From an optimization exercise on the open Yosys and OpenROAD flow, aimed at small area, a short achievable clock period and few clock cycles; shortcuts taken in it are not production practice.
Only simulation tests tie the RTL to the original design; equivalence was not proved.
Power figures rest on the tool's default switching activity, not on a simulated workload.

Setup of raven:
## vpu_core
module vpu_core (
    input  logic               clk,
    input  logic               rst_n,
    input  logic               en,
    output vpu_pkg::pc_t       pc,
    input  vpu_pkg::instr_t    instr,
    output vpu_pkg::mem_addr_t mem_addr,
    output logic               mem_read,
    output logic               mem_write,
    output vpu_pkg::vec_t      mem_wdata,
    input  vpu_pkg::vec_t      mem_rdata,
    output logic               data_out_vld,
    output vpu_pkg::vec_t      data_out,
    output vpu_pkg::reg_addr_t reg_wb
);
Size in the first run: roughly 790 flip-flops, about 250 I/O pins, roughly 0.040 sq mm of cells after synthesis.
Settings: LEC_CHECK=0, CAP_MARGIN=20, CORE_MARGIN=2, CORE_UTILIZATION=40, CTS_BUF_LIST=sky130_fd_sc_hd__clkbuf_16, CTS_CLUSTER_DIAMETER=100, CTS_CLUSTER_SIZE=24, SETUP_SLACK_MARGIN=2.6, SLEW_MARGIN=20; clock period 5.5 ns.
standard.sh (not shown) runs the stock make flow with config.mk's settings and CLKGATE_MAP_FILE= SYNTH_SCRIPT=/design/flow/synth_recipe.tcl, a recipe that flattens the netlist after the stock synthesis.
==> flow/flow/run.sh <==
#!/bin/bash
set -euo pipefail
cd "$(dirname "$0")/.."
export BUFFER_PORTS_ARGS="-buffer_cell sky130_fd_sc_hd__buf_1"
bash standard.sh finish > standard_flow.log 2>&1
Testbench counts of raven, summed over its fixed seeds: cycles 17,656.
Modified inputs, nickel compared to raven
# raven
export LEC_CHECK = 0
export CAP_MARGIN = 20
export CORE_MARGIN = 2
export CORE_UTILIZATION = 40
export CTS_BUF_LIST = sky130_fd_sc_hd__clkbuf_16
export CTS_CLUSTER_DIAMETER = 100
export CTS_CLUSTER_SIZE = 24
export SETUP_SLACK_MARGIN = 2.6
export SLEW_MARGIN = 20
create_clock -name core_clock -period 5.5 [get_ports {clk}]
# nickel
export LEC_CHECK = 0
export CAP_MARGIN = 20
export CORE_MARGIN = 2
export CORE_UTILIZATION = 40
export CTS_BUF_LIST = sky130_fd_sc_hd__clkbuf_16
export CTS_CLUSTER_DIAMETER = 100
export CTS_CLUSTER_SIZE = 24
export SETUP_SLACK_MARGIN = 3.0
export SLEW_MARGIN = 20
create_clock -name core_clock -period 5.5 [get_ports {clk}]
Looking at nickel and raven, the global-route usage is a wash. [nickel] delay of the slowest cell on the worst path fell 0.19 ns relative to raven. Sort nickel and raven by final-stage net count, descending, and nickel comes first. nickel vs. raven: transition time at the pin with the least slew margin now sits lower, placed cell count now sits at about the same level, utilization now sits higher, part of the total power dissipated in combinational logic now sits higher. Sort nickel and raven by detailed placer's ending HPWL desc -> top: raven.
Relative to nickel, the following input files were edited for zinc:
# nickel
export LEC_CHECK = 0
export CAP_MARGIN = 20
export CORE_MARGIN = 2
export CORE_UTILIZATION = 40
export CTS_BUF_LIST = sky130_fd_sc_hd__clkbuf_16
export CTS_CLUSTER_DIAMETER = 100
export CTS_CLUSTER_SIZE = 24
export SETUP_SLACK_MARGIN = 3.0
export SLEW_MARGIN = 20
create_clock -name core_clock -period 5.5 [get_ports {clk}]
# zinc
export LEC_CHECK = 0
export CAP_MARGIN = 20
export CORE_MARGIN = 2
export CORE_UTILIZATION = 40
export CTS_BUF_LIST = sky130_fd_sc_hd__clkbuf_16
export CTS_CLUSTER_DIAMETER = 100
export CTS_CLUSTER_SIZE = 24
export SETUP_SLACK_MARGIN = 3.0
export SLEW_MARGIN = 20
export TNS_END_PERCENT = 5
create_clock -name core_clock -period 5.5 [get_ports {clk}]
--- outcome ---
- When zinc is measured against nickel, its leakage dissipation turns out about 3% lower.
- Utilization nickel -> zinc: down
- Number of multi-input logic gates across zinc and nickel: no real change.
- Looking at data required time at the worst endpoint, zinc sits 1.45 ns higher than nickel does.
- Of zinc and nickel, nickel shows the lower largest fanout on the critical path, with zinc above it.
- When the final numbers for zinc and nickel were put side by side, the final worst-path cycle share turned out to be smaller in nickel.
- On global-route usage, zinc tracks nickel almost exactly.

static timing again, ports no longer ideal:
In the flow no input, the clock included, has a driving cell. The finished layouts below were timed again as built, in two steps.
Step 1 (the two cells are an assumption about what drives the block):
set clk [get_ports {clk}]
set_driving_cell -lib_cell sky130_fd_sc_hd__clkbuf_16 $clk
set_driving_cell -lib_cell sky130_fd_sc_hd__buf_2 [delete_from_list [all_inputs] $clk]
Step 2, shift: input delay + t, output delay - t, t = (earliest + latest rising clock arrival at the registers) / 2. This alone moves slack from input paths to output paths.
Slacks: ideal / step 1 / step 2; pairs: ideal / step 1.
run | t, ns | setup slack, ns | worst setup path at the end | clock arrival spread, ns | pins driven straight from the clock port
raven | 0.684 | 2.567 / 2.567 / 2.012 | input to register | 0.048 / 0.048 | 1
nickel | 0.687 | 2.788 / 2.740 / 2.462 | input to register | 0.052 / 0.052 | 1
zinc | 0.667 | 2.772 / 2.719 / 2.102 | input to register | 0.049 / 0.048 | 1
After both steps setup and hold are still met in every run listed. For zinc, which loses most, drivers alone change the setup slack by -0.053 ns; drivers and shift together by -0.670 ns.
